What follows belongs to an exercise in optimizing a design on an open flow for small area, a short achievable clock period and few clock cycles per item; a production flow would make more cautious choices.
Only simulation tests tie the RTL to the original design; equivalence was not proved.

==> design.v <==
    function automatic logic [7:0] get_byte(input logic [127:0] b, input integer n);
        get_byte = b[8*(15-n) +: 8];
    endfunction
    function automatic logic [31:0] get_word(input logic [127:0] b, input integer k);
        get_word = {get_byte(b, k + 12), get_byte(b, k + 8), get_byte(b, k + 4), get_byte(b, k)};
    endfunction
    function automatic logic [7:0] rcon(input logic [3:0] i);
        case (i)
            4'd1:    rcon = 8'h01;
            4'd2:    rcon = 8'h02;
            4'd3:    rcon = 8'h04;
            4'd4:    rcon = 8'h08;
            4'd5:    rcon = 8'h10;
            4'd6:    rcon = 8'h20;
            4'd7:    rcon = 8'h40;
            4'd8:    rcon = 8'h80;
            4'd9:    rcon = 8'h1b;
            4'd10:   rcon = 8'h36;
            default: rcon = 8'h00;
        endcase
    endfunction
`timescale 1ns/1ps
module aes_dec_regs (
    input  logic         clk,
    input  logic         avs_read_i,
    input  logic         avs_write_i,
    input  logic [3:0]   avs_address_i,
    input  logic [31:0]  avs_writedata_i,
    input  logic         decrypt_busy_i,
    input  logic         key_ready_i,
    input  logic [127:0] plaintext_i,
    output logic [31:0]  avs_readdata_o,
    output logic         avs_waitrequest_o,
    output logic         expand_start_o,
    output logic         key_write_o,
    output logic         decrypt_start_o,
    output logic [127:0] cipher_key_o,
    output logic [127:0] ciphertext_o
);
    function automatic logic [7:0] get_byte(input logic [127:0] b, input integer n);
        get_byte = b[8*(15-n) +: 8];
    endfunction
    function automatic logic [31:0] get_word(input logic [127:0] b, input integer k);
        get_word = {get_byte(b, k + 12), get_byte(b, k + 8), get_byte(b, k + 4), get_byte(b, k)};
    endfunction
    function automatic logic [7:0] rcon(input logic [3:0] i);
        case (i)
            4'd1:    rcon = 8'h01;
            4'd2:    rcon = 8'h02;
            4'd3:    rcon = 8'h04;
            4'd4:    rcon = 8'h08;
            4'd5:    rcon = 8'h10;
            4'd6:    rcon = 8'h20;
            4'd7:    rcon = 8'h40;
            4'd8:    rcon = 8'h80;
            4'd9:    rcon = 8'h1b;
            4'd10:   rcon = 8'h36;
            default: rcon = 8'h00;
        endcase
    endfunction
    logic [3:0]   addr;
    logic         sel_key;
    logic         sel_ct;
    logic         sel_exp;
    logic         sel_dec;
    logic         wr_acc;
    logic [127:0] key_q;
    logic [127:0] ct_q;
    assign addr    = avs_address_i;
    assign sel_key = (addr[3:2] == 2'd0);
    assign sel_ct  = (addr[3:2] == 2'd1);
    assign sel_exp = (addr == 4'(8));
    assign sel_dec = (addr == 4'(9));
    assign avs_waitrequest_o = (avs_read_i  && sel_key && decrypt_busy_i) ||
                               (avs_write_i && (sel_key || sel_exp) && decrypt_busy_i) ||
                               (avs_write_i && sel_dec && !key_ready_i);
    assign wr_acc          = avs_write_i && !avs_waitrequest_o;
    assign expand_start_o  = wr_acc && sel_exp;
    assign decrypt_start_o = wr_acc && sel_dec;
    assign key_write_o     = wr_acc && sel_key;
    always_ff @(posedge clk) begin
        for (int k = 0; k < 4; k++) begin
            for (int i = 0; i < 4; i++) begin
                if (wr_acc && sel_key && addr[1:0] == 2'(k)) begin
                    key_q[8*(15-(k+4*i)) +: 8] <= avs_writedata_i[8*i +: 8];
                end
                if (wr_acc && sel_ct && addr[1:0] == 2'(k)) begin
                    ct_q[8*(15-(k+4*i)) +: 8] <= avs_writedata_i[8*i +: 8];
                end
            end
        end
    end
    assign cipher_key_o = key_q;
    assign ciphertext_o = ct_q;
    always_comb begin
        avs_readdata_o = '0;
        if (sel_key) begin
            avs_readdata_o = get_word(plaintext_i, addr[1:0]);
        end
    end
endmodule
`timescale 1ns/1ps
module aes_key_expand (
    input  logic         clk,
    input  logic         rst_n,
    input  logic         expand_start_i,
    input  logic         decrypt_start_i,
    input  logic         decrypt_busy_i,
    input  logic         key_write_i,
    input  logic [127:0] cipher_key_i,
    output logic         key_ready_o,
    output logic         last_round_o,
    output logic [127:0] whiten_key_o,
    output logic [127:0] round_key_o
);
    function automatic logic [7:0] get_byte(input logic [127:0] b, input integer n);
        get_byte = b[8*(15-n) +: 8];
    endfunction
    function automatic logic [31:0] get_word(input logic [127:0] b, input integer k);
        get_word = {get_byte(b, k + 12), get_byte(b, k + 8), get_byte(b, k + 4), get_byte(b, k)};
    endfunction
    function automatic logic [7:0] rcon(input logic [3:0] i);
        case (i)
            4'd1:    rcon = 8'h01;
            4'd2:    rcon = 8'h02;
            4'd3:    rcon = 8'h04;
            4'd4:    rcon = 8'h08;
            4'd5:    rcon = 8'h10;
            4'd6:    rcon = 8'h20;
            4'd7:    rcon = 8'h40;
            4'd8:    rcon = 8'h80;
            4'd9:    rcon = 8'h1b;
            4'd10:   rcon = 8'h36;
            default: rcon = 8'h00;
        endcase
    endfunction
    localparam logic [3:0] LAST_IDX = 4'(10);
    logic [127:0] rk_q;      
    logic [3:0]   idx_q;
    logic         clean_q;   
    logic         walk;      
    logic         last;      
    logic         fast;      
    logic         fwd;       
    logic         fwd_q;     
    logic         fast_q;    
    logic         step_back;
    logic         busy_d;
    logic [3:0]   idx_d;
    logic         clean_d;
    logic [31:0]  k0, k1, k2, k3p;
    logic [31:0]  sub_in;
    logic [31:0]  sub;
    logic [31:0]  t;
    logic [127:0] nxt_key;
    assign {k0, k1, k2, k3p} = rk_q;
    assign walk      = !decrypt_busy_i && (idx_q != LAST_IDX);
    assign last      = decrypt_busy_i && (idx_q == 4'd1);
    assign fast      = last && clean_q;
    assign fwd       = walk || fast;
    assign step_back = decrypt_start_i || (decrypt_busy_i && idx_q != 4'd1);
    assign sub_in = fwd_q ? (k2 ^ k3p) : k3p;
    for (genvar i = 0; i < 4; i++) begin : g_sbox
        aes_sbox u_sbox (.x(sub_in[8*((i+3)%4) +: 8]), .y(sub[8*i +: 8]));
    end
    assign t = k0 ^ sub ^ {rcon(fwd_q ? idx_q + 4'd1 : idx_q), 24'h000000};
    assign nxt_key = {t,
                      k1 ^ (fwd ? t : k0),
                      k1 ^ k2 ^ (fwd ? t : 32'h0),
                      k2 ^ k3p ^ (fwd ? 32'h0 : k1)};
    always_comb begin
        if (expand_start_i) begin
            idx_d = 4'd0;
        end else if (step_back) begin
            idx_d = idx_q - 4'd1;
        end else if (fwd) begin
            idx_d = idx_q + 4'd1;
        end else begin
            idx_d = idx_q;
        end
    end
    assign clean_d = expand_start_i || (clean_q && !key_write_i);
    assign busy_d = decrypt_start_i || (decrypt_busy_i && !last);
    always_ff @(posedge clk) begin
        if (!rst_n) begin
            idx_q   <= LAST_IDX;
            clean_q <= 1'b0;
            fwd_q   <= 1'b0;
            fast_q  <= 1'b0;
        end else begin
            idx_q   <= idx_d;
            clean_q <= clean_d;
            fwd_q   <= (!busy_d && idx_d != LAST_IDX) || (busy_d && idx_d == 4'd1 && clean_d);
            fast_q  <= busy_d && idx_d == 4'd1 && clean_d;
        end
    end
    always_ff @(posedge clk) begin
        if (expand_start_i) begin
            rk_q <= {cipher_key_i[127:32], cipher_key_i[63:32] ^ cipher_key_i[31:0]};
        end else if (step_back || fwd) begin
            rk_q <= nxt_key;
        end
    end
    assign key_ready_o  = (idx_q == LAST_IDX) && !decrypt_busy_i;
    assign last_round_o = (idx_q == 4'd1);
    assign whiten_key_o = {k0, k1, k2, k2 ^ k3p};
    assign round_key_o  = {fast_q ? cipher_key_i[127:96] : t, k0 ^ k1, k1 ^ k2, k3p};
endmodule
`timescale 1ns/1ps
module aes_dec_core (
    input  logic         clk,
    input  logic         rst_n,
    input  logic         decrypt_start_i,
    input  logic         last_round_i,
    input  logic [127:0] ciphertext_i,
    input  logic [127:0] whiten_key_i,
    input  logic [127:0] round_key_i,
    output logic         decrypt_busy_o,
    output logic [127:0] plaintext_o
);
    function automatic logic [7:0] get_byte(input logic [127:0] b, input integer n);
        get_byte = b[8*(15-n) +: 8];
    endfunction
    function automatic logic [31:0] get_word(input logic [127:0] b, input integer k);
        get_word = {get_byte(b, k + 12), get_byte(b, k + 8), get_byte(b, k + 4), get_byte(b, k)};
    endfunction
    function automatic logic [7:0] rcon(input logic [3:0] i);
        case (i)
            4'd1:    rcon = 8'h01;
            4'd2:    rcon = 8'h02;
            4'd3:    rcon = 8'h04;
            4'd4:    rcon = 8'h08;
            4'd5:    rcon = 8'h10;
            4'd6:    rcon = 8'h20;
            4'd7:    rcon = 8'h40;
            4'd8:    rcon = 8'h80;
            4'd9:    rcon = 8'h1b;
            4'd10:   rcon = 8'h36;
            default: rcon = 8'h00;
        endcase
    endfunction
    logic         busy_q;
    logic [127:0] state_q;
    logic [127:0] imc;
    logic [127:0] sub_in;
    logic [127:0] nxt;
    for (genvar c = 0; c < 4; c++) begin : g_imc
        aes_imc_col u_imc (
            .a({state_q[127-32*c-24 -: 8], state_q[127-32*c-16 -: 8],
                state_q[127-32*c-8 -: 8], state_q[127-32*c -: 8]}),
            .y({imc[127-32*c-24 -: 8], imc[127-32*c-16 -: 8],
                imc[127-32*c-8 -: 8], imc[127-32*c -: 8]})
        );
    end
    assign sub_in = busy_q ? imc : (ciphertext_i ^ whiten_key_i);
    for (genvar r = 0; r < 4; r++) begin : g_row
        for (genvar c = 0; c < 4; c++) begin : g_col
            aes_inv_sbox_ark u_isbox (
                .x({round_key_i[8*(15-(r+4*c)) +: 8],
                    sub_in[8*(15-(r+4*((c+4-r)%4))) +: 8]}),
                .y(nxt[8*(15-(r+4*c)) +: 8])
            );
        end
    end
    always_ff @(posedge clk) begin
        if (!rst_n) begin
            busy_q <= 1'b0;
        end else if (decrypt_start_i) begin
            busy_q <= 1'b1;
        end else if (last_round_i) begin
            busy_q <= 1'b0;
        end
    end
    always_ff @(posedge clk) begin
        if (decrypt_start_i || busy_q) begin
            state_q <= nxt;
        end
    end
    assign decrypt_busy_o = busy_q;
    assign plaintext_o    = state_q;
endmodule
module aes_g_xor(input logic a, input logic b, output logic y);
    assign y = a ^ b;
endmodule
module aes_g_xnor(input logic a, input logic b, output logic y);
    assign y = ~(a ^ b);
endmodule
module aes_g_and(input logic a, input logic b, output logic y);
    assign y = a & b;
endmodule
module aes_g_nand(input logic a, input logic b, output logic y);
    assign y = ~(a & b);
endmodule
module aes_g_or(input logic a, input logic b, output logic y);
    assign y = a | b;
endmodule
module aes_g_nor(input logic a, input logic b, output logic y);
    assign y = ~(a | b);
endmodule
module aes_g_andn(input logic a, input logic b, output logic y);
    assign y = ~a & b;
endmodule
module aes_g_nandn(input logic a, input logic b, output logic y);
    assign y = a | ~b;
endmodule
module aes_inv_sbox_ark (
    input  logic [15:0] x,
    output logic [7:0] y
);
    logic P0, P1, P2, P3, P4, P5, P6, P7, P8, P9, P10, P11;
    logic P12, P13, P14, P15, P16, P17, P18, P19, P20, P21, P22, P23;
    logic P24, P25, P26, P27, P28, P29, M1, M2, M3, M4, M5, M6;
    logic M7, M8, M9, M10, M11, M12, M13, M14, M15, M16, M17, M18;
    logic M19, M20, M21, M22, M23, M24, M25, M26, M27, M28, M29, M30;
    logic M31, M32, M33, M34, M35, M36, M37, M38, M39, M40, M41, M42;
    logic M43, M44, M45, M46, M47, M48, M49, M50, M51, M52, M53, M54;
    logic M55, M56, M57, M58, M59, M60, M61, M62, M63, Q0, Q1, Q2;
    logic Q3, Q4, Q5, Q6, Q7, Q8, Q9, Q10, Q11, Q12, Q13, Q14;
    logic Q15, Q16, Q17, Q18, Q19, Q20, Q21, Q22, Q23, Q24, Q25, Q26;
    logic Q27, Q28, Q29, Q30, Q31, Q32, Q33, Q34, Q35, Q36, Q37, Q38;
    logic Q39, Q40, Q41, Q42;
    aes_g_xor u0 (.a(x[4]), .b(x[6]), .y(P0));
    aes_g_xor u1 (.a(x[0]), .b(x[1]), .y(P1));
    aes_g_xnor u2 (.a(x[3]), .b(x[4]), .y(P2));
    aes_g_xor u3 (.a(x[6]), .b(x[7]), .y(P3));
    aes_g_xor u4 (.a(P0), .b(P1), .y(P4));
    aes_g_xor u5 (.a(x[2]), .b(x[5]), .y(P5));
    aes_g_xor u6 (.a(x[0]), .b(x[3]), .y(P6));
    aes_g_xor u7 (.a(x[3]), .b(x[6]), .y(P7));
    aes_g_xor u8 (.a(x[7]), .b(P0), .y(P8));
    aes_g_xor u9 (.a(P1), .b(P3), .y(P9));
    aes_g_xor u10 (.a(x[1]), .b(x[2]), .y(P10));
    aes_g_xor u11 (.a(x[0]), .b(x[5]), .y(P11));
    aes_g_xor u12 (.a(x[2]), .b(x[3]), .y(P12));
    aes_g_xor u13 (.a(x[2]), .b(x[7]), .y(P13));
    aes_g_xnor u14 (.a(x[4]), .b(x[7]), .y(P14));
    aes_g_xor u15 (.a(x[1]), .b(x[5]), .y(P15));
    aes_g_xnor u16 (.a(P3), .b(P6), .y(P16));
    aes_g_xor u17 (.a(x[7]), .b(P5), .y(P17));
    aes_g_xnor u18 (.a(x[5]), .b(P2), .y(P18));
    aes_g_xor u19 (.a(P7), .b(P15), .y(P19));
    aes_g_xor u20 (.a(P1), .b(P7), .y(P20));
    aes_g_xor u21 (.a(P0), .b(P11), .y(P21));
    aes_g_xor u22 (.a(P1), .b(P2), .y(P22));
    aes_g_xnor u23 (.a(P2), .b(P10), .y(P23));
    aes_g_xnor u24 (.a(P0), .b(P5), .y(P24));
    aes_g_xnor u25 (.a(x[0]), .b(P2), .y(P25));
    aes_g_xor u26 (.a(P4), .b(P13), .y(P26));
    aes_g_xor u27 (.a(P9), .b(P12), .y(P27));
    aes_g_xor u28 (.a(x[3]), .b(P8), .y(P28));
    aes_g_xnor u29 (.a(x[5]), .b(P4), .y(P29));
    aes_g_nor u30 (.a(P9), .b(P24), .y(M1));
    aes_g_nor u31 (.a(P14), .b(P8), .y(M2));
    aes_g_xnor u32 (.a(P27), .b(M1), .y(M3));
    aes_g_nor u33 (.a(P4), .b(P17), .y(M4));
    aes_g_xor u34 (.a(M4), .b(M1), .y(M5));
    aes_g_nor u35 (.a(P22), .b(P19), .y(M6));
    aes_g_nor u36 (.a(P0), .b(P25), .y(M7));
    aes_g_xnor u37 (.a(P21), .b(M6), .y(M8));
    aes_g_nor u38 (.a(P20), .b(P29), .y(M9));
    aes_g_xor u39 (.a(M9), .b(M6), .y(M10));
    aes_g_nor u40 (.a(P2), .b(P26), .y(M11));
    aes_g_nor u41 (.a(P28), .b(P23), .y(M12));
    aes_g_xor u42 (.a(M12), .b(M11), .y(M13));
    aes_g_nor u43 (.a(P3), .b(P16), .y(M14));
    aes_g_xor u44 (.a(M14), .b(M11), .y(M15));
    aes_g_xor u45 (.a(M3), .b(M2), .y(M16));
    aes_g_xnor u46 (.a(M5), .b(P6), .y(M17));
    aes_g_xor u47 (.a(M8), .b(M7), .y(M18));
    aes_g_xor u48 (.a(M10), .b(M15), .y(M19));
    aes_g_xor u49 (.a(M16), .b(M13), .y(M20));
    aes_g_xor u50 (.a(M17), .b(M15), .y(M21));
    aes_g_xor u51 (.a(M18), .b(M13), .y(M22));
    aes_g_xnor u52 (.a(M19), .b(P18), .y(M23));
    aes_g_xnor u53 (.a(M22), .b(M23), .y(M24));
    aes_g_nand u54 (.a(M22), .b(M20), .y(M25));
    aes_g_xor u55 (.a(M21), .b(M25), .y(M26));
    aes_g_xnor u56 (.a(M20), .b(M21), .y(M27));
    aes_g_xor u57 (.a(M23), .b(M25), .y(M28));
    aes_g_nor u58 (.a(M28), .b(M27), .y(M29));
    aes_g_nor u59 (.a(M26), .b(M24), .y(M30));
    aes_g_nand u60 (.a(M20), .b(M23), .y(M31));
    aes_g_nor u61 (.a(M27), .b(M31), .y(M32));
    aes_g_xor u62 (.a(M27), .b(M25), .y(M33));
    aes_g_nand u63 (.a(M21), .b(M22), .y(M34));
    aes_g_nor u64 (.a(M24), .b(M34), .y(M35));
    aes_g_xor u65 (.a(M24), .b(M25), .y(M36));
    aes_g_xnor u66 (.a(M21), .b(M29), .y(M37));
    aes_g_xnor u67 (.a(M32), .b(M33), .y(M38));
    aes_g_xnor u68 (.a(M23), .b(M30), .y(M39));
    aes_g_xnor u69 (.a(M35), .b(M36), .y(M40));
    aes_g_xnor u70 (.a(M38), .b(M40), .y(M41));
    aes_g_xnor u71 (.a(M37), .b(M39), .y(M42));
    aes_g_xnor u72 (.a(M37), .b(M38), .y(M43));
    aes_g_xnor u73 (.a(M39), .b(M40), .y(M44));
    aes_g_xnor u74 (.a(M42), .b(M41), .y(M45));
    aes_g_nor u75 (.a(M44), .b(P24), .y(M46));
    aes_g_nor u76 (.a(M40), .b(P8), .y(M47));
    aes_g_nor u77 (.a(M39), .b(P17), .y(M48));
    aes_g_nor u78 (.a(M43), .b(P19), .y(M49));
    aes_g_nor u79 (.a(M38), .b(P25), .y(M50));
    aes_g_nor u80 (.a(M37), .b(P29), .y(M51));
    aes_g_nor u81 (.a(M42), .b(P26), .y(M52));
    aes_g_nor u82 (.a(M45), .b(P23), .y(M53));
    aes_g_nor u83 (.a(M41), .b(P16), .y(M54));
    aes_g_nor u84 (.a(M44), .b(P9), .y(M55));
    aes_g_nor u85 (.a(M40), .b(P14), .y(M56));
    aes_g_nor u86 (.a(M39), .b(P4), .y(M57));
    aes_g_nor u87 (.a(M43), .b(P22), .y(M58));
    aes_g_nor u88 (.a(M38), .b(P0), .y(M59));
    aes_g_nor u89 (.a(M37), .b(P20), .y(M60));
    aes_g_nor u90 (.a(M42), .b(P2), .y(M61));
    aes_g_nor u91 (.a(M45), .b(P28), .y(M62));
    aes_g_nor u92 (.a(M41), .b(P3), .y(M63));
    aes_g_xor u93 (.a(M52), .b(M61), .y(Q0));
    aes_g_xor u94 (.a(M58), .b(Q0), .y(Q1));
    aes_g_xor u95 (.a(M59), .b(Q1), .y(Q2));
    aes_g_xor u96 (.a(M54), .b(M62), .y(Q3));
    aes_g_xor u97 (.a(M47), .b(M50), .y(Q4));
    aes_g_xor u98 (.a(M48), .b(M56), .y(Q5));
    aes_g_xor u99 (.a(Q2), .b(Q3), .y(Q6));
    aes_g_xor u100 (.a(M57), .b(M63), .y(Q7));
    aes_g_xor u101 (.a(M60), .b(Q4), .y(Q8));
    aes_g_xor u102 (.a(M49), .b(Q5), .y(Q9));
    aes_g_xor u103 (.a(M46), .b(M51), .y(Q10));
    aes_g_xor u104 (.a(M50), .b(M53), .y(Q11));
    aes_g_xor u105 (.a(Q8), .b(Q9), .y(Q12));
    aes_g_xor u106 (.a(Q2), .b(Q11), .y(Q13));
    aes_g_xor u107 (.a(M59), .b(x[14]), .y(Q14));
    aes_g_xor u108 (.a(M54), .b(M63), .y(Q15));
    aes_g_xor u109 (.a(M48), .b(x[12]), .y(Q16));
    aes_g_xor u110 (.a(M51), .b(x[15]), .y(Q17));
    aes_g_xor u111 (.a(M57), .b(x[13]), .y(Q18));
    aes_g_xor u112 (.a(x[10]), .b(Q4), .y(Q19));
    aes_g_xor u113 (.a(M55), .b(M61), .y(Q20));
    aes_g_xor u114 (.a(Q5), .b(Q7), .y(Q21));
    aes_g_xor u115 (.a(M49), .b(Q17), .y(Q22));
    aes_g_xor u116 (.a(M55), .b(Q15), .y(Q23));
    aes_g_xor u117 (.a(M49), .b(x[9]), .y(Q24));
    aes_g_xor u118 (.a(x[8]), .b(Q7), .y(Q25));
    aes_g_xor u119 (.a(M46), .b(Q16), .y(Q26));
    aes_g_xor u120 (.a(Q10), .b(Q19), .y(Q27));
    aes_g_xor u121 (.a(Q14), .b(Q23), .y(Q28));
    aes_g_xor u122 (.a(x[11]), .b(Q10), .y(Q29));
    aes_g_xor u123 (.a(Q20), .b(Q25), .y(Q30));
    aes_g_xor u124 (.a(M62), .b(Q24), .y(Q31));
    aes_g_xor u125 (.a(Q3), .b(Q12), .y(Q32));
    aes_g_xor u126 (.a(Q21), .b(Q29), .y(Q33));
    aes_g_xor u127 (.a(Q0), .b(Q12), .y(Q34));
    aes_g_xor u128 (.a(Q1), .b(Q18), .y(Q35));
    aes_g_xor u129 (.a(Q28), .b(Q34), .y(Q36));
    aes_g_xor u130 (.a(Q32), .b(Q35), .y(Q37));
    aes_g_xor u131 (.a(Q13), .b(Q33), .y(Q38));
    aes_g_xor u132 (.a(Q13), .b(Q31), .y(Q39));
    aes_g_xor u133 (.a(Q6), .b(Q26), .y(Q40));
    aes_g_xor u134 (.a(Q6), .b(Q22), .y(Q41));
    aes_g_xor u135 (.a(Q6), .b(Q27), .y(Q42));
    assign y[0] = Q30;
    assign y[1] = Q39;
    assign y[2] = Q42;
    assign y[3] = Q38;
    assign y[4] = Q40;
    assign y[5] = Q37;
    assign y[6] = Q36;
    assign y[7] = Q41;
endmodule
module aes_sbox (
    input  logic [7:0] x,
    output logic [7:0] y
);
    logic T1, T2, T3, T4, T5, T6, T7, T8, T9, T10, T11, T12;
    logic T13, T14, T15, T16, T17, T18, T19, T20, T21, T22, T23, T24;
    logic T25, T26, T27, M1, M2, M3, M4, M5, M6, M7, M8, M9;
    logic M10, M11, M12, M13, M14, M15, M16, M17, M18, M19, M20, M21;
    logic M22, M23, M24, M25, M26, M27, M28, M29, M30, M31, M32, M33;
    logic M34, M35, M36, M37, M38, M39, M40, M41, M42, M43, M44, M45;
    logic M46, M47, M48, M49, M50, M51, M52, M53, M54, M55, M56, M57;
    logic M58, M59, M60, M61, M62, M63, L0, L1, L2, L3, L4, L5;
    logic L6, L7, L8, L9, L10, L11, L12, L13, L14, L15, L16, L17;
    logic L18, L19, L20, L21, L22, L23, L24, L25, L26, L27, L28, L29;
    logic S0, S1, S2, S3, S4, S5, S6, S7;
    aes_g_xnor u0 (.a(x[7]), .b(x[4]), .y(T1));
    aes_g_xnor u1 (.a(x[7]), .b(x[2]), .y(T2));
    aes_g_xnor u2 (.a(x[7]), .b(x[1]), .y(T3));
    aes_g_xnor u3 (.a(x[4]), .b(x[2]), .y(T4));
    aes_g_xor u4 (.a(x[3]), .b(x[1]), .y(T5));
    aes_g_xor u5 (.a(T1), .b(T5), .y(T6));
    aes_g_xor u6 (.a(x[6]), .b(x[5]), .y(T7));
    aes_g_xor u7 (.a(x[0]), .b(T6), .y(T8));
    aes_g_xnor u8 (.a(x[0]), .b(T7), .y(T9));
    aes_g_xor u9 (.a(T6), .b(T7), .y(T10));
    aes_g_xor u10 (.a(x[6]), .b(x[2]), .y(T11));
    aes_g_xor u11 (.a(x[5]), .b(x[2]), .y(T12));
    aes_g_xnor u12 (.a(T3), .b(T4), .y(T13));
    aes_g_xnor u13 (.a(T6), .b(T11), .y(T14));
    aes_g_xnor u14 (.a(T5), .b(T11), .y(T15));
    aes_g_xnor u15 (.a(T5), .b(T12), .y(T16));
    aes_g_xnor u16 (.a(T9), .b(T16), .y(T17));
    aes_g_xor u17 (.a(x[4]), .b(x[0]), .y(T18));
    aes_g_xor u18 (.a(T7), .b(T18), .y(T19));
    aes_g_xor u19 (.a(T1), .b(T19), .y(T20));
    aes_g_xor u20 (.a(x[1]), .b(x[0]), .y(T21));
    aes_g_xnor u21 (.a(T7), .b(T21), .y(T22));
    aes_g_xnor u22 (.a(T2), .b(T22), .y(T23));
    aes_g_xor u23 (.a(T2), .b(T10), .y(T24));
    aes_g_xor u24 (.a(T20), .b(T17), .y(T25));
    aes_g_xor u25 (.a(T3), .b(T16), .y(T26));
    aes_g_xor u26 (.a(T1), .b(T12), .y(T27));
    aes_g_nor u27 (.a(T13), .b(T6), .y(M1));
    aes_g_nor u28 (.a(T23), .b(T8), .y(M2));
    aes_g_xor u29 (.a(T14), .b(M1), .y(M3));
    aes_g_nand u30 (.a(T19), .b(x[0]), .y(M4));
    aes_g_xnor u31 (.a(M4), .b(M1), .y(M5));
    aes_g_nor u32 (.a(T3), .b(T16), .y(M6));
    aes_g_nor u33 (.a(T22), .b(T9), .y(M7));
    aes_g_xor u34 (.a(T26), .b(M6), .y(M8));
    aes_g_nor u35 (.a(T20), .b(T17), .y(M9));
    aes_g_xor u36 (.a(M9), .b(M6), .y(M10));
    aes_g_nor u37 (.a(T1), .b(T15), .y(M11));
    aes_g_nor u38 (.a(T4), .b(T27), .y(M12));
    aes_g_xor u39 (.a(M12), .b(M11), .y(M13));
    aes_g_nor u40 (.a(T2), .b(T10), .y(M14));
    aes_g_xor u41 (.a(M14), .b(M11), .y(M15));
    aes_g_xor u42 (.a(M3), .b(M2), .y(M16));
    aes_g_xor u43 (.a(M5), .b(T24), .y(M17));
    aes_g_xor u44 (.a(M8), .b(M7), .y(M18));
    aes_g_xor u45 (.a(M10), .b(M15), .y(M19));
    aes_g_xor u46 (.a(M16), .b(M13), .y(M20));
    aes_g_xor u47 (.a(M17), .b(M15), .y(M21));
    aes_g_xor u48 (.a(M18), .b(M13), .y(M22));
    aes_g_xor u49 (.a(M19), .b(T25), .y(M23));
    aes_g_xnor u50 (.a(M22), .b(M23), .y(M24));
    aes_g_nand u51 (.a(M22), .b(M20), .y(M25));
    aes_g_xor u52 (.a(M21), .b(M25), .y(M26));
    aes_g_xnor u53 (.a(M20), .b(M21), .y(M27));
    aes_g_xor u54 (.a(M23), .b(M25), .y(M28));
    aes_g_nor u55 (.a(M28), .b(M27), .y(M29));
    aes_g_nor u56 (.a(M26), .b(M24), .y(M30));
    aes_g_nand u57 (.a(M20), .b(M23), .y(M31));
    aes_g_nor u58 (.a(M27), .b(M31), .y(M32));
    aes_g_xor u59 (.a(M27), .b(M25), .y(M33));
    aes_g_nand u60 (.a(M21), .b(M22), .y(M34));
    aes_g_nor u61 (.a(M24), .b(M34), .y(M35));
    aes_g_xor u62 (.a(M24), .b(M25), .y(M36));
    aes_g_xnor u63 (.a(M21), .b(M29), .y(M37));
    aes_g_xnor u64 (.a(M32), .b(M33), .y(M38));
    aes_g_xor u65 (.a(M23), .b(M30), .y(M39));
    aes_g_xnor u66 (.a(M35), .b(M36), .y(M40));
    aes_g_xnor u67 (.a(M38), .b(M40), .y(M41));
    aes_g_xor u68 (.a(M37), .b(M39), .y(M42));
    aes_g_xnor u69 (.a(M37), .b(M38), .y(M43));
    aes_g_xor u70 (.a(M39), .b(M40), .y(M44));
    aes_g_xnor u71 (.a(M42), .b(M41), .y(M45));
    aes_g_nor u72 (.a(M44), .b(T6), .y(M46));
    aes_g_nor u73 (.a(M40), .b(T8), .y(M47));
    aes_g_nand u74 (.a(M39), .b(x[0]), .y(M48));
    aes_g_nor u75 (.a(M43), .b(T16), .y(M49));
    aes_g_nor u76 (.a(M38), .b(T9), .y(M50));
    aes_g_nor u77 (.a(M37), .b(T17), .y(M51));
    aes_g_nor u78 (.a(M42), .b(T15), .y(M52));
    aes_g_nor u79 (.a(M45), .b(T27), .y(M53));
    aes_g_nor u80 (.a(M41), .b(T10), .y(M54));
    aes_g_nor u81 (.a(M44), .b(T13), .y(M55));
    aes_g_nor u82 (.a(M40), .b(T23), .y(M56));
    aes_g_nand u83 (.a(M39), .b(T19), .y(M57));
    aes_g_nor u84 (.a(M43), .b(T3), .y(M58));
    aes_g_nor u85 (.a(M38), .b(T22), .y(M59));
    aes_g_nor u86 (.a(M37), .b(T20), .y(M60));
    aes_g_nor u87 (.a(M42), .b(T1), .y(M61));
    aes_g_nor u88 (.a(M45), .b(T4), .y(M62));
    aes_g_nor u89 (.a(M41), .b(T2), .y(M63));
    aes_g_xor u90 (.a(M61), .b(M62), .y(L0));
    aes_g_xor u91 (.a(M50), .b(M56), .y(L1));
    aes_g_xnor u92 (.a(M46), .b(M48), .y(L2));
    aes_g_xor u93 (.a(M47), .b(M55), .y(L3));
    aes_g_xor u94 (.a(M54), .b(M58), .y(L4));
    aes_g_xor u95 (.a(M49), .b(M61), .y(L5));
    aes_g_xor u96 (.a(M62), .b(L5), .y(L6));
    aes_g_xor u97 (.a(M46), .b(L3), .y(L7));
    aes_g_xor u98 (.a(M51), .b(M59), .y(L8));
    aes_g_xor u99 (.a(M52), .b(M53), .y(L9));
    aes_g_xor u100 (.a(M53), .b(L4), .y(L10));
    aes_g_xor u101 (.a(M60), .b(L2), .y(L11));
    aes_g_xnor u102 (.a(M48), .b(M51), .y(L12));
    aes_g_xor u103 (.a(M50), .b(L0), .y(L13));
    aes_g_xor u104 (.a(M52), .b(M61), .y(L14));
    aes_g_xor u105 (.a(M55), .b(L1), .y(L15));
    aes_g_xor u106 (.a(M56), .b(L0), .y(L16));
    aes_g_xnor u107 (.a(M57), .b(L1), .y(L17));
    aes_g_xor u108 (.a(M58), .b(L8), .y(L18));
    aes_g_xor u109 (.a(M63), .b(L4), .y(L19));
    aes_g_xor u110 (.a(L0), .b(L1), .y(L20));
    aes_g_xor u111 (.a(L1), .b(L7), .y(L21));
    aes_g_xor u112 (.a(L3), .b(L12), .y(L22));
    aes_g_xor u113 (.a(L18), .b(L2), .y(L23));
    aes_g_xor u114 (.a(L15), .b(L9), .y(L24));
    aes_g_xor u115 (.a(L6), .b(L10), .y(L25));
    aes_g_xor u116 (.a(L7), .b(L9), .y(L26));
    aes_g_xor u117 (.a(L8), .b(L10), .y(L27));
    aes_g_xor u118 (.a(L11), .b(L14), .y(L28));
    aes_g_xor u119 (.a(L11), .b(L17), .y(L29));
    aes_g_xor u120 (.a(L6), .b(L24), .y(S0));
    aes_g_xnor u121 (.a(L16), .b(L26), .y(S1));
    aes_g_xnor u122 (.a(L19), .b(L28), .y(S2));
    aes_g_xor u123 (.a(L6), .b(L21), .y(S3));
    aes_g_xor u124 (.a(L20), .b(L22), .y(S4));
    aes_g_xor u125 (.a(L25), .b(L29), .y(S5));
    aes_g_xnor u126 (.a(L13), .b(L27), .y(S6));
    aes_g_xnor u127 (.a(L6), .b(L23), .y(S7));
    assign y[0] = S7;
    assign y[1] = S6;
    assign y[2] = S5;
    assign y[3] = S4;
    assign y[4] = S3;
    assign y[5] = S2;
    assign y[6] = S1;
    assign y[7] = S0;
endmodule
module aes_imc_col (
    input  logic [31:0] a,
    output logic [31:0] y
);
    logic T0, T1, T2, T3, T4, T5, T6, T7, T8, T9, T10, T11;
    logic T12, T13, T14, T15, T16, T17, T18, T19, T20, T21, T22, T23;
    logic T24, T25, T26, T27, T28, T29, T30, T31, T32, T33, T34, T35;
    logic T36, T37, T38, T39, T40, T41, T42, T43, T44, T45, T46, T47;
    logic T48, T49, T50, T51, T52, T53, T54, T55, T56, T57, T58, T59;
    logic T60, T61, T62, T63, T64, T65, T66, T67, T68, T69, T70, T71;
    logic T72, T73, T74, T75, T76, T77, T78, T79, T80, T81, T82, T83;
    logic T84, T85, T86, T87, T88, T89, T90, T91, T92, T93, T94, T95;
    logic T96, T97, T98, T99, T100, T101, T102, T103, T104, T105, T106, T107;
    logic T108, T109, T110, T111, T112, T113, T114, T115, T116, T117, T118, T119;
    logic T120, T121, T122, T123, T124, T125, T126, T127, T128, T129, T130, T131;
    logic T132, T133, T134, T135, T136, T137, T138, T139, T140, T141, T142, T143;
    logic T144, T145, T146, T147, T148, T149, T150, T151, T152, T153, T154, T155;
    logic T156, T157, T158, T159, T160, T161, T162, T163, T164, T165, T166, T167;
    logic T168, T169, T170, T171, T172;
    aes_g_xor u0 (.a(a[13]), .b(a[29]), .y(T0));
    aes_g_xor u1 (.a(a[5]), .b(a[21]), .y(T1));
    aes_g_xor u2 (.a(a[6]), .b(a[22]), .y(T2));
    aes_g_xor u3 (.a(a[14]), .b(a[30]), .y(T3));
    aes_g_xor u4 (.a(T0), .b(T1), .y(T4));
    aes_g_xor u5 (.a(a[11]), .b(a[23]), .y(T5));
    aes_g_xor u6 (.a(a[7]), .b(a[27]), .y(T6));
    aes_g_xor u7 (.a(a[19]), .b(a[31]), .y(T7));
    aes_g_xor u8 (.a(a[3]), .b(a[15]), .y(T8));
    aes_g_xor u9 (.a(a[18]), .b(T3), .y(T9));
    aes_g_xor u10 (.a(a[10]), .b(T2), .y(T10));
    aes_g_xor u11 (.a(a[1]), .b(T4), .y(T11));
    aes_g_xor u12 (.a(a[9]), .b(a[25]), .y(T12));
    aes_g_xor u13 (.a(a[4]), .b(a[20]), .y(T13));
    aes_g_xor u14 (.a(a[12]), .b(a[28]), .y(T14));
    aes_g_xor u15 (.a(a[0]), .b(a[16]), .y(T15));
    aes_g_xor u16 (.a(a[8]), .b(a[24]), .y(T16));
    aes_g_xor u17 (.a(a[26]), .b(T10), .y(T17));
    aes_g_xor u18 (.a(a[2]), .b(T9), .y(T18));
    aes_g_xor u19 (.a(T5), .b(T7), .y(T19));
    aes_g_xor u20 (.a(T6), .b(T8), .y(T20));
    aes_g_xor u21 (.a(a[17]), .b(T12), .y(T21));
    aes_g_xor u22 (.a(a[7]), .b(a[23]), .y(T22));
    aes_g_xor u23 (.a(a[15]), .b(a[31]), .y(T23));
    aes_g_xor u24 (.a(a[17]), .b(T2), .y(T24));
    aes_g_xor u25 (.a(T15), .b(T16), .y(T25));
    aes_g_xor u26 (.a(T13), .b(T14), .y(T26));
    aes_g_xor u27 (.a(T19), .b(T20), .y(T27));
    aes_g_xor u28 (.a(T3), .b(T4), .y(T28));
    aes_g_xor u29 (.a(T11), .b(T21), .y(T29));
    aes_g_xor u30 (.a(T17), .b(T18), .y(T30));
    aes_g_xor u31 (.a(T11), .b(T24), .y(T31));
    aes_g_xor u32 (.a(a[15]), .b(a[23]), .y(T32));
    aes_g_xor u33 (.a(a[7]), .b(a[31]), .y(T33));
    aes_g_xor u34 (.a(a[23]), .b(a[31]), .y(T34));
    aes_g_xor u35 (.a(a[7]), .b(a[15]), .y(T35));
    aes_g_xor u36 (.a(a[2]), .b(a[17]), .y(T36));
    aes_g_xor u37 (.a(T5), .b(T8), .y(T37));
    aes_g_xor u38 (.a(a[4]), .b(T7), .y(T38));
    aes_g_xor u39 (.a(T5), .b(T6), .y(T39));
    aes_g_xor u40 (.a(T15), .b(T23), .y(T40));
    aes_g_xor u41 (.a(T2), .b(T14), .y(T41));
    aes_g_xor u42 (.a(T3), .b(T13), .y(T42));
    aes_g_xor u43 (.a(T2), .b(T16), .y(T43));
    aes_g_xor u44 (.a(T16), .b(T22), .y(T44));
    aes_g_xor u45 (.a(T0), .b(T8), .y(T45));
    aes_g_xor u46 (.a(T1), .b(T23), .y(T46));
    aes_g_xor u47 (.a(T0), .b(T22), .y(T47));
    aes_g_xor u48 (.a(a[26]), .b(T25), .y(T48));
    aes_g_xor u49 (.a(T1), .b(T39), .y(T49));
    aes_g_xor u50 (.a(T4), .b(T43), .y(T50));
    aes_g_xor u51 (.a(a[6]), .b(T26), .y(T51));
    aes_g_xor u52 (.a(a[22]), .b(T26), .y(T52));
    aes_g_xor u53 (.a(T17), .b(T40), .y(T53));
    aes_g_xor u54 (.a(T18), .b(T44), .y(T54));
    aes_g_xor u55 (.a(T27), .b(T41), .y(T55));
    aes_g_xor u56 (.a(T28), .b(T32), .y(T56));
    aes_g_xor u57 (.a(T27), .b(T42), .y(T57));
    aes_g_xor u58 (.a(a[13]), .b(a[30]), .y(T58));
    aes_g_xor u59 (.a(a[5]), .b(a[22]), .y(T59));
    aes_g_xor u60 (.a(a[4]), .b(a[28]), .y(T60));
    aes_g_xor u61 (.a(a[7]), .b(a[30]), .y(T61));
    aes_g_xor u62 (.a(a[1]), .b(a[9]), .y(T62));
    aes_g_xor u63 (.a(a[12]), .b(a[20]), .y(T63));
    aes_g_xor u64 (.a(a[1]), .b(a[25]), .y(T64));
    aes_g_xor u65 (.a(a[21]), .b(a[29]), .y(T65));
    aes_g_xor u66 (.a(a[14]), .b(a[23]), .y(T66));
    aes_g_xor u67 (.a(a[5]), .b(a[14]), .y(T67));
    aes_g_xor u68 (.a(a[8]), .b(a[16]), .y(T68));
    aes_g_xor u69 (.a(a[3]), .b(a[10]), .y(T69));
    aes_g_xor u70 (.a(a[2]), .b(a[19]), .y(T70));
    aes_g_xor u71 (.a(a[15]), .b(a[30]), .y(T71));
    aes_g_xor u72 (.a(a[12]), .b(a[21]), .y(T72));
    aes_g_xor u73 (.a(a[0]), .b(a[8]), .y(T73));
    aes_g_xor u74 (.a(a[11]), .b(a[18]), .y(T74));
    aes_g_xor u75 (.a(a[5]), .b(a[28]), .y(T75));
    aes_g_xor u76 (.a(a[16]), .b(a[24]), .y(T76));
    aes_g_xor u77 (.a(a[9]), .b(a[24]), .y(T77));
    aes_g_xor u78 (.a(a[9]), .b(a[26]), .y(T78));
    aes_g_xor u79 (.a(a[14]), .b(a[31]), .y(T79));
    aes_g_xor u80 (.a(a[25]), .b(T3), .y(T80));
    aes_g_xor u81 (.a(T7), .b(T69), .y(T81));
    aes_g_xor u82 (.a(T15), .b(T33), .y(T82));
    aes_g_xor u83 (.a(T34), .b(T68), .y(T83));
    aes_g_xor u84 (.a(a[24]), .b(T15), .y(T84));
    aes_g_xor u85 (.a(a[12]), .b(T13), .y(T85));
    aes_g_xor u86 (.a(a[29]), .b(T63), .y(T86));
    aes_g_xor u87 (.a(a[16]), .b(T35), .y(T87));
    aes_g_xor u88 (.a(T33), .b(T76), .y(T88));
    aes_g_xor u89 (.a(T6), .b(T12), .y(T89));
    aes_g_xor u90 (.a(a[0]), .b(T35), .y(T90));
    aes_g_xor u91 (.a(T7), .b(T75), .y(T91));
    aes_g_xor u92 (.a(a[28]), .b(T13), .y(T92));
    aes_g_xor u93 (.a(a[21]), .b(T58), .y(T93));
    aes_g_xor u94 (.a(T6), .b(T14), .y(T94));
    aes_g_xor u95 (.a(a[13]), .b(T59), .y(T95));
    aes_g_xor u96 (.a(a[27]), .b(T36), .y(T96));
    aes_g_xor u97 (.a(a[29]), .b(T67), .y(T97));
    aes_g_xor u98 (.a(T12), .b(T70), .y(T98));
    aes_g_xor u99 (.a(T3), .b(T12), .y(T99));
    aes_g_xor u100 (.a(a[20]), .b(T14), .y(T100));
    aes_g_xor u101 (.a(a[6]), .b(T65), .y(T101));
    aes_g_xor u102 (.a(a[0]), .b(T34), .y(T102));
    aes_g_xor u103 (.a(a[13]), .b(T60), .y(T103));
    aes_g_xor u104 (.a(a[8]), .b(T82), .y(T104));
    aes_g_xor u105 (.a(T9), .b(T25), .y(T105));
    aes_g_xor u106 (.a(T38), .b(T94), .y(T106));
    aes_g_xor u107 (.a(a[20]), .b(T45), .y(T107));
    aes_g_xor u108 (.a(T19), .b(T92), .y(T108));
    aes_g_xor u109 (.a(T10), .b(T96), .y(T109));
    aes_g_xor u110 (.a(T45), .b(T72), .y(T110));
    aes_g_xor u111 (.a(a[25]), .b(T83), .y(T111));
    aes_g_xor u112 (.a(T20), .b(T74), .y(T112));
    aes_g_xor u113 (.a(T4), .b(T81), .y(T113));
    aes_g_xor u114 (.a(T46), .b(T61), .y(T114));
    aes_g_xor u115 (.a(T10), .b(T64), .y(T115));
    aes_g_xor u116 (.a(T88), .b(T99), .y(T116));
    aes_g_xor u117 (.a(T37), .b(T98), .y(T117));
    aes_g_xor u118 (.a(T24), .b(T78), .y(T118));
    aes_g_xor u119 (.a(T37), .b(T100), .y(T119));
    aes_g_xor u120 (.a(T46), .b(T66), .y(T120));
    aes_g_xor u121 (.a(T47), .b(T79), .y(T121));
    aes_g_xor u122 (.a(T77), .b(T90), .y(T122));
    aes_g_xor u123 (.a(T36), .b(T80), .y(T123));
    aes_g_xor u124 (.a(T20), .b(T85), .y(T124));
    aes_g_xor u125 (.a(T19), .b(T25), .y(T125));
    aes_g_xor u126 (.a(T9), .b(T62), .y(T126));
    aes_g_xor u127 (.a(T21), .b(T73), .y(T127));
    aes_g_xor u128 (.a(T47), .b(T71), .y(T128));
    aes_g_xor u129 (.a(T11), .b(T116), .y(T129));
    aes_g_xor u130 (.a(T50), .b(T102), .y(T130));
    aes_g_xor u131 (.a(T28), .b(T117), .y(T131));
    aes_g_xor u132 (.a(T89), .b(T105), .y(T132));
    aes_g_xor u133 (.a(T18), .b(T106), .y(T133));
    aes_g_xor u134 (.a(T49), .b(T103), .y(T134));
    aes_g_xor u135 (.a(T52), .b(T121), .y(T135));
    aes_g_xor u136 (.a(T51), .b(T128), .y(T136));
    aes_g_xor u137 (.a(T109), .b(T125), .y(T137));
    aes_g_xor u138 (.a(T52), .b(T114), .y(T138));
    aes_g_xor u139 (.a(T48), .b(T112), .y(T139));
    aes_g_xor u140 (.a(T51), .b(T120), .y(T140));
    aes_g_xor u141 (.a(T18), .b(T119), .y(T141));
    aes_g_xor u142 (.a(T38), .b(T110), .y(T142));
    aes_g_xor u143 (.a(T50), .b(T87), .y(T143));
    aes_g_xor u144 (.a(T49), .b(T86), .y(T144));
    aes_g_xor u145 (.a(T28), .b(T104), .y(T145));
    aes_g_xor u146 (.a(T17), .b(T124), .y(T146));
    aes_g_xor u147 (.a(T91), .b(T107), .y(T147));
    aes_g_xor u148 (.a(T17), .b(T108), .y(T148));
    aes_g_xor u149 (.a(T11), .b(T137), .y(T149));
    aes_g_xor u150 (.a(T55), .b(T93), .y(T150));
    aes_g_xor u151 (.a(T53), .b(T123), .y(T151));
    aes_g_xor u152 (.a(T29), .b(T146), .y(T152));
    aes_g_xor u153 (.a(T54), .b(T118), .y(T153));
    aes_g_xor u154 (.a(T53), .b(T126), .y(T154));
    aes_g_xor u155 (.a(T56), .b(T84), .y(T155));
    aes_g_xor u156 (.a(T56), .b(T127), .y(T156));
    aes_g_xor u157 (.a(T30), .b(T142), .y(T157));
    aes_g_xor u158 (.a(T30), .b(T147), .y(T158));
    aes_g_xor u159 (.a(T29), .b(T148), .y(T159));
    aes_g_xor u160 (.a(T55), .b(T97), .y(T160));
    aes_g_xor u161 (.a(T31), .b(T139), .y(T161));
    aes_g_xor u162 (.a(T48), .b(T131), .y(T162));
    aes_g_xor u163 (.a(T30), .b(T144), .y(T163));
    aes_g_xor u164 (.a(T29), .b(T133), .y(T164));
    aes_g_xor u165 (.a(T54), .b(T115), .y(T165));
    aes_g_xor u166 (.a(T30), .b(T134), .y(T166));
    aes_g_xor u167 (.a(T31), .b(T122), .y(T167));
    aes_g_xor u168 (.a(T29), .b(T141), .y(T168));
    aes_g_xor u169 (.a(T57), .b(T101), .y(T169));
    aes_g_xor u170 (.a(T31), .b(T111), .y(T170));
    aes_g_xor u171 (.a(T113), .b(T132), .y(T171));
    aes_g_xor u172 (.a(T57), .b(T95), .y(T172));
    assign y[0] = T143;
    assign y[1] = T156;
    assign y[2] = T154;
    assign y[3] = T149;
    assign y[4] = T168;
    assign y[5] = T157;
    assign y[6] = T172;
    assign y[7] = T140;
    assign y[8] = T155;
    assign y[9] = T170;
    assign y[10] = T153;
    assign y[11] = T171;
    assign y[12] = T159;
    assign y[13] = T163;
    assign y[14] = T150;
    assign y[15] = T135;
    assign y[16] = T130;
    assign y[17] = T129;
    assign y[18] = T151;
    assign y[19] = T161;
    assign y[20] = T164;
    assign y[21] = T158;
    assign y[22] = T169;
    assign y[23] = T138;
    assign y[24] = T145;
    assign y[25] = T167;
    assign y[26] = T165;
    assign y[27] = T162;
    assign y[28] = T152;
    assign y[29] = T166;
    assign y[30] = T160;
    assign y[31] = T136;
endmodule
`timescale 1ns/1ps
module aes_dec_top (
    input  logic        clk,
    input  logic        rst_n,
    input  logic        avs_read_i,
    input  logic        avs_write_i,
    input  logic [3:0]  avs_address_i,
    input  logic [31:0] avs_writedata_i,
    output logic [31:0] avs_readdata_o,
    output logic        avs_waitrequest_o
);
    logic         expand_start;
    logic         key_write;
    logic         decrypt_start;
    logic         decrypt_busy;
    logic         key_ready;
    logic         last_round;
    logic [127:0] cipher_key;
    logic [127:0] ciphertext;
    logic [127:0] plaintext;
    logic [127:0] whiten_key;
    logic [127:0] round_key;
    aes_dec_regs i_aes_dec_regs (
        .clk               (clk),
        .avs_read_i        (avs_read_i),
        .avs_write_i       (avs_write_i),
        .avs_address_i     (avs_address_i),
        .avs_writedata_i   (avs_writedata_i),
        .decrypt_busy_i    (decrypt_busy),
        .key_ready_i       (key_ready),
        .plaintext_i       (plaintext),
        .avs_readdata_o    (avs_readdata_o),
        .avs_waitrequest_o (avs_waitrequest_o),
        .expand_start_o    (expand_start),
        .key_write_o       (key_write),
        .decrypt_start_o   (decrypt_start),
        .cipher_key_o      (cipher_key),
        .ciphertext_o      (ciphertext)
    );
    aes_key_expand i_aes_key_expand (
        .clk             (clk),
        .rst_n           (rst_n),
        .expand_start_i  (expand_start),
        .decrypt_start_i (decrypt_start),
        .decrypt_busy_i  (decrypt_busy),
        .key_write_i     (key_write),
        .cipher_key_i    (cipher_key),
        .key_ready_o     (key_ready),
        .last_round_o    (last_round),
        .whiten_key_o    (whiten_key),
        .round_key_o     (round_key)
    );
    aes_dec_core i_aes_dec_core (
        .clk             (clk),
        .rst_n           (rst_n),
        .decrypt_start_i (decrypt_start),
        .last_round_i    (last_round),
        .ciphertext_i    (ciphertext),
        .whiten_key_i    (whiten_key),
        .round_key_i     (round_key),
        .decrypt_busy_o  (decrypt_busy),
        .plaintext_o     (plaintext)
    );
endmodule
==> run.sh <==
#!/bin/bash
# synth_recipe.tcl (not shown) runs the flow's synth.tcl, then flattens the netlist and writes it again
# the make line also repeats each setting of config.mk as NAME=value (left out here)
make -C /OpenROAD-flow-scripts/flow DESIGN_CONFIG=/design/flow/config.mk WORK_HOME=/design/flow/orfs CLKGATE_MAP_FILE= SYNTH_SCRIPT=/design/flow/synth_recipe.tcl finish
==> config.mk <==
export PLATFORM = sky130hd
export DESIGN_NAME = aes_dec_top
export DESIGN_NICKNAME = aes_dec_top
export VERILOG_FILES = /design/flow/design.v
export SDC_FILE = /design/flow/constraint.sdc
export NUM_CORES = 8
export LEC_CHECK = 0
export CAP_MARGIN = 20
export CORE_MARGIN = 2
export CORE_UTILIZATION = 30
export CTS_BUF_LIST = sky130_fd_sc_hd__clkbuf_8
export CTS_CLUSTER_SIZE = 30
export SETUP_SLACK_MARGIN = 1.6
export SLEW_MARGIN = 20
export SYNTH_HIERARCHICAL = 1
==> constraint.sdc <==
create_clock -name core_clock -period 9.0 [get_ports {clk}]
set_input_delay 1.8000 -clock core_clock [delete_from_list [all_inputs] [get_ports {clk}]]
set_output_delay 1.8000 -clock core_clock [all_outputs]
set_load 0.01 [all_outputs]
==> impl_metrics.tcl, run 1 <==
set metrics [dict create \
    clk_latency_ns 0.78 \
    tightest_slew_ns 1.15 \
    via_per_inst 4.66 \
    cts_tree "done" \
    die_width_um 426 \
    period_share 0.801 \
    die-area_um2 182000 \
    grt.total_usage 0.190 \
    syn_area_per_cell_um2 9.63 \
    synth_flop_cell "edfxtp_1" \
    synth_top_cell_by_area "xor2_1" \
    worstSetupStartpointType "flop" \
    wl_um 178000 \
    skew_ns 0.0480 \
    finalHoldViolations 0 \
    ys_async_sr_fraction 0 \
    ys_seq_area_frac 0.290 \
    yosysWarnings 9 \
    hold_class "reg -> reg" \
    drv_cap 0 \
    outcome "complete, no violations" \
    clock-sinks 520 \
    synth-edff-count 512 \
    die_h_um 426 \
    synth_area_um2 53500 \
    fin_util 0.339 \
    syn2layout_area_growth_pct 12.5 \
    start_util 0.301 \
    dpl_cell_area_um2 55000 \
    first_pass_iters 6 \
    synth_area_leaders "xor2_1 40%, edfxtp_1 29%, xnor2_1 11%" \
    grt_max_degree 102 \
    nNetsFinal 5524 \
    antenna_found_initial 15 \
    route.detailed.drc 0 \
    fmax_ghz 0.139 \
    relSlewSlack 0.229 \
    worst_hold_slack_ns 0.514 \
    cts_made_buffers 94 \
    root_buffer "clkbuf_8" \
    drive_above_1_share 0.135 \
    cp.arrival_ns 7.77 \
    crit_type "reg -> reg" \
    cts_buffer_depth 3 \
    yosysMostFrequentCell "xor2_1" \
    holdBufCountCts 0 \
    vias 36850 \
    reg2reg_slack_ns 1.79 \
    synth_top_area_share 0.402 \
    place_hpwl_um 141000 \
    end_kind "flop" \
    tns_ns 0 \
    clk_pin_slew_ns 0.06 \
    grt_pass1_wl_um 254000 \
    port_buffers 72 \
    gp_congestion 0.970 \
    core_area_um2 178000 \
    rows 155 \
    rsz0062_at_grt "yes" \
    final_antenna_net_count 0 \
    synth-seq-cells 520 \
    worstPathMaxFanout 4 \
    io_pins 73 \
    final-max-slew-violation-count 0 \
    setup_violations 0 \
    h-tree-depth 3 \
    drt_first_iter_violations 3411 \
    synth_cell_type_count 64 \
    post-route-cell-area_um2 60200 \
    grt_overflow 0 \
    routedWlPerCell_um 22.5 \
    grt_pass1_vias 36793 \
    synth_cells 5557 \
    crit_required_ns 9.56 \
    synthTopCellsByCount "2457 x xor2_1, 665 x xnor2_1, 624 x nor2_1" \
    syn_nets 5605 \
    min_period_ns 7.21 \
]
==> sequential cells by signal (all words and copies together) (netlist names) <==
name and cells:
i_aes_key_expand.fast_q 1, i_aes_key_expand.idx_q 4, i_aes_key_expand.rk_q 128, i_aes_dec_regs.ct_q 128, i_aes_key_expand.fwd_q 1, i_aes_dec_core.busy_q 1
i_aes_dec_regs.key_q 128, i_aes_dec_core.state_q 128, i_aes_key_expand.clean_q 1
==> Yosys stat by module (local to each module, per instance), excerpt <==
module | cell area (µm²) | flip-flops and latches
aes_dec_core | 6730 | 129
aes_dec_regs | 8840 | 256
aes_imc_col | 240 | 0
aes_g_nand | 3.75 | 0
aes_g_xnor | 8.76 | 0
aes_key_expand | 9610 | 135
aes_g_xor | 8.76 | 0
aes_g_nor | 3.75 | 0
aes_inv_sbox_ark | 60.1 | 0
aes_sbox | 60.1 | 0
==> cell type report <==
cell class / count / area (µm²)
timing repair buffer: 200 / 1770
sequential: 520 / 15500
multi-input combinational: 4647 / 38200
inverter: 13 / 48.8
clock buffer: 94 / 1290
clock inverter: 75 / 449
antenna: 5 / 12.5
tap: 2355 / 2950
fill: 17954 / 118000
==> worst max-delay path: stages, from the launching register on <==
cell      delay (ns)
edfxtp_1        0.55
xor2_4          0.37
buf_4           0.18
xor2_1          0.19
xor2_1          0.30
xor2_1          0.29
nand2_1         0.11
o21ai_1         0.55
xor2_2          0.30
xor2_2          0.35
xor2_1          0.15
nor2_1          0.28
xor2_1          0.29
xor2_1          0.48
xnor2_1         0.25
nor2_1          0.13
xnor2_2         0.31
xnor2_1         0.19
nor2_1          0.23
xor2_1          0.28
xor2_1          0.28
xor2_1          0.33
xor2_1          0.29
xor2_1          0.30
==> layer usage <==
layer	wire (µm)	share of wire	vias up	global-route usage
li1	-	-	17198	-
met1	76600	0.43	18209	0.255
met2	84400	0.47	1224	0.317
met3	11300	0.063	217	0.0254
met4	5480	0.031	2	0.0557
met5	13	0.000073	-	0
==> placed cells by master (no fill, tap or decap), types with 40 or more instances in the layout <==
| master | n |
|---|---|
| o21ai_0 | 102 |
| xnor2_2 | 88 |
| mux2_2 | 52 |
| clkbuf_8 | 94 |
| edfxtp_1 | 512 |
| nand2_1 | 426 |
| nor2b_1 | 40 |
| xor2_1 | 2257 |
| o21ai_1 | 40 |
| buf_4 | 122 |
| nor2_1 | 618 |
| xor2_4 | 50 |
| xnor2_1 | 575 |
| xor2_2 | 151 |
| clkdlybuf4s50_1 | 70 |
| o21ai_2 | 94 |
==> repair_timing <==
item	in CTS	in global routing
gates resized for setup	112	266
pin swaps	6	40
buffers inserted	6	66
endpoints found under the setup margin	117	134
==> path summary, 6_finish.rpt <==
| check | from | endpoint | cells past startpoint |
|---|---|---|---|
| max | i_aes_dec_core.state_q[46] | i_aes_dec_core.state_q[105] | 23 |
| min | i_aes_dec_regs.key_q[91] | i_aes_key_expand.rk_q[91] | 2 |
| max reg2reg | i_aes_dec_core.state_q[46] | i_aes_dec_core.state_q[105] | 23 |
| min reg2reg | i_aes_dec_regs.key_q[91] | i_aes_key_expand.rk_q[91] | 2 |
==> through the flow <==
stage          setup slack, ns  cells
6_report                  1.79   7909
5_1_grt                   1.46   7906
4_1_cts                   1.53   7837
3_5_place_dp             0.477   7662
3_3_place_gp             0.509   7662
2_1_floorplan             2.23   5557
==> kinds of logic (layout without fill, tap and decap cells) <==
kind of cell,Yosys count,count (layout),share of synthesized area
compound gates,277,277,0.0336
xor+xnor,3123,3123,0.511
fa+ha+maj,8,8,0.00187
buf+inv,390,382,0.0516
flops,520,520,0.290
mux,86,86,0.0250
other cells,0,5,0
simple gates,1153,1153,0.0867
Testbench counts, summed over its fixed seeds: cycles 18,222, blocks 895.
==> inputs of run 2 (changes only) <==
==> flow/run.sh (new file) <==
#!/bin/bash
# Own flow: the standard ORFS layout with extra ORFS make variables
# (flow/make_args.txt) that only steer timing repair: which moves
# repair_timing may use. Everything else is standard.sh unchanged.
set -uo pipefail
ARGS=$(tr '\n' ' ' < flow/make_args.txt)
sed "s|\"\${@:-finish}\"|$ARGS \"\${@:-finish}\"|" standard.sh > my_standard.sh
bash my_standard.sh > standard.log 2>&1
==> flow/make_args.txt (new file) <==
RECOVER_POWER=100
==> standard.sh (new file) <==
#!/bin/bash
# synth_recipe.tcl (not shown) runs the flow's synth.tcl, then flattens the netlist and writes it again
# the make line also repeats each setting of config.mk as NAME=value (left out here)
make -C /OpenROAD-flow-scripts/flow DESIGN_CONFIG=/design/flow/config.mk WORK_HOME=/design/flow/orfs CLKGATE_MAP_FILE= SYNTH_SCRIPT=/design/flow/synth_recipe.tcl "${@:-finish}"
--- a/config.mk
+++ b/config.mk
@@ -8,8 +8,6 @@
 export CAP_MARGIN = 20
 export CORE_MARGIN = 2
 export CORE_UTILIZATION = 30
-export CTS_BUF_LIST = sky130_fd_sc_hd__clkbuf_8
-export CTS_CLUSTER_SIZE = 30
-export SETUP_SLACK_MARGIN = 1.6
+export SETUP_SLACK_MARGIN = 1.4
 export SLEW_MARGIN = 20
 export SYNTH_HIERARCHICAL = 1
removed: run.sh
==> impl_metrics.tcl, run 2 <==
set metrics [dict create \
    synth_cell_type_count 64 \
    place_hpwl_um 141000 \
    die_width_um 426 \
    ys_async_sr_fraction 0 \
    syn_nets 5605 \
    tns_ns 0 \
    start_util 0.301 \
    outcome "finished with violations" \
    use_met1 0.255 \
    clock-sinks 520 \
    h-tree-depth 2 \
    finalHoldViolations 0 \
    synth-seq-cells 520 \
    skew_ns 0.0194 \
    syn_area_per_cell_um2 9.63 \
    synth-edff-count 512 \
    grt_pass1_wl_um 253000 \
    core_area_um2 178000 \
    wl_um 176000 \
    yosysWarnings 9 \
    io_pins 73 \
    grt.total_usage 0.189 \
    gr-max-usage-layer "met2" \
    via_per_inst 4.66 \
    fmax_ghz 0.126 \
    port_buffers 72 \
    period_share 0.880 \
    yosysMostFrequentCell "xor2_1" \
    min_period_ns 7.92 \
    hold_class "reg -> reg" \
    grt_overflow 0 \
    layout_common_cells "2351 x xor2_1, 625 x xnor2_1, 624 x nor2_1" \
    gr-usage-met3 0.0255 \
    gp_congestion 0.970 \
    relSlewSlack -1.09 \
    synth_top_area_share 0.402 \
    synth_flop_cell "edfxtp_1" \
    crit_type "reg -> reg" \
    synthTopCellsByCount "2457 x xor2_1, 665 x xnor2_1, 624 x nor2_1" \
    synth_cells 5557 \
    final_antenna_net_count 0 \
    grt_pass1_vias 36375 \
    cp.arrival_ns 8.32 \
    clk_pin_slew_ns 0.06 \
    synth_area_um2 53500 \
    clk_latency_ns 0.67 \
    syn2layout_area_growth_pct 9.38 \
    drive_above_1_share 0.0902 \
    reg2reg_slack_ns 1.08 \
    cts_buffer_depth 3 \
    first_pass_iters 5 \
    rows 155 \
    ys_seq_area_frac 0.290 \
    route.detailed.drc 0 \
    synth_top_cell_by_area "xor2_1" \
    synth_area_leaders "xor2_1 40%, edfxtp_1 29%, xnor2_1 11%" \
    final_common_cell "xor2_1" \
    rsz0062_at_grt "yes" \
    drt_first_iter_violations 3489 \
    crit_required_ns 9.40 \
    cts_tree "done" \
    grt_max_degree 102 \
    setup_violations 0 \
    worstSetupStartpointType "flop" \
    failed_checks "max-capacitance violations, max-slew violations" \
    nNetsFinal 5453 \
    cts_made_buffers 61 \
    die_h_um 426 \
    vias 36411 \
    end_kind "flop" \
    fin_ws_ns 1.08 \
    antenna_found_initial 17 \
    worstPathMaxFanout 6 \
    root_buffer "clkbuf_16" \
    die-area_um2 182000 \
    tightest_slew_ns 3.13 \
    drv_cap 16 \
    use_met2 0.313 \
    routedWlPerCell_um 22.5 \
    final-max-slew-violation-count 647 \
    place_ws_ns 0.477 \
]
-- run 2: cell counts after synthesis --
No cell type changed its count.
-- run 2: worst max-delay path, stage by stage, from the launching register on --
cell	delay (ns)
edfxtp_1	0.57
xor2_1	0.47
xor2_1	0.37
xor2_1	0.28
xor2_1	0.28
xor2_1	0.35
nand2_1	0.11
o21ai_2	0.18
xor2_1	0.63
xor2_2	0.26
xor2_1	0.22
nor2_1	0.22
xor2_1	0.27
xor2_1	0.27
xnor2_2	0.15
xnor2_1	0.31
nor2_1	0.10
xnor2_1	0.48
xnor2_1	0.22
nor2_1	0.22
xor2_1	0.28
xor2_1	0.30
xor2_1	0.39
xor2_2	0.29
xor2_2	0.44
-- run 2: per-module statistics from Yosys, one instance, submodules excluded, a selection --
module	times used	cells
aes_g_xor	2220	1
aes_sbox	4	8
aes_g_nand	72	1
aes_inv_sbox_ark	16	8
aes_g_nor	608	1
aes_g_xnor	480	1
aes_key_expand	1	989
aes_imc_col	4	32
aes_dec_core	1	545
aes_dec_regs	1	355
-- run 2: layout make-up --
class	instances	area, µm²
clock inverter	37	395
tap	2355	2950
fill	18108	119000
clock buffer	74	1580
multi-input combinational	4647	36700
antenna	3	7.51
inverter	13	48.8
sequential	520	15500
timing repair buffer	162	1380
-- run 2: timing repair --
action                                 CTS  global route
setup endpoints to repair               84           113
endpoints found under the hold margin    0             0
hold buffers                             0             0
pin swaps                                3            14
resized for setup                       64           187
setup buffers                            1            33
-- run 2: through the flow --
step                      instances  hold WS [ns]  cell area [µm²]   util
after floorplan                5557         0.498            53500      -
after global placement         7662         0.504            55000  0.309
after detailed placement       7662         0.511            55000  0.309
after CTS                      7774         0.523            57400  0.323
after global routing           7809         0.538            58600  0.329
final                          7811         0.524            58600  0.329
-- run 2: path summary, 6_finish.rpt --
kind | from | end | depth (start not counted)
worst max-delay path | i_aes_dec_core.state_q[95] | i_aes_dec_core.state_q[11] | 24
worst min-delay path | i_aes_dec_regs.key_q[72] | i_aes_key_expand.rk_q[72] | 2
worst max register to register | i_aes_dec_core.state_q[95] | i_aes_dec_core.state_q[11] | 24
worst min register to register | i_aes_dec_regs.key_q[72] | i_aes_key_expand.rk_q[72] | 2
-- run 2: logic make-up after synthesis --
group / Yosys count / synth area share
multiplexers: 86 / 0.0250
XOR/XNOR: 3123 / 0.511
AO/OA/AOI/OAI: 277 / 0.0336
flip-flops: 520 / 0.290
buffers and inverters: 390 / 0.0516
AND/OR/NAND/NOR: 1153 / 0.0867
adder cells (fa/ha/maj): 8 / 0.00187
-- run 2: layer usage --
layer / wire, µm / vias up
li1: - / 17100
met1: 76100 / 17964
met2: 82900 / 1136
met3: 11200 / 209
met4: 5580 / 2
met5: 13 / -

==> static timing again, ports no longer ideal <==
In the flow no input, the clock included, has a driving cell. The finished layouts below were timed again as built, in two steps. Step 1 assumes that a clkbuf_16 drives the clock port and a buf_2 every other input. Step 2, shift: input delay + t, output delay - t, t = (earliest + latest rising clock arrival at the registers) / 2. This alone moves slack from input paths to output paths. a / b / c = ideal ports / drivers / drivers and shift; a / b = the first two.
run | t, ns | setup WS [ns] | latest minus earliest clock arrival (ns)
run 1 | 0.843 | 1.788 / 1.788 / 1.788 | 0.051 / 0.051
run 2 | 0.742 | 1.078 / 1.078 / 0.638 | 0.021 / 0.020
The setup slack of run 2, which loses most, moves by 0.000 ns with the drivers and by -0.440 ns with both steps.
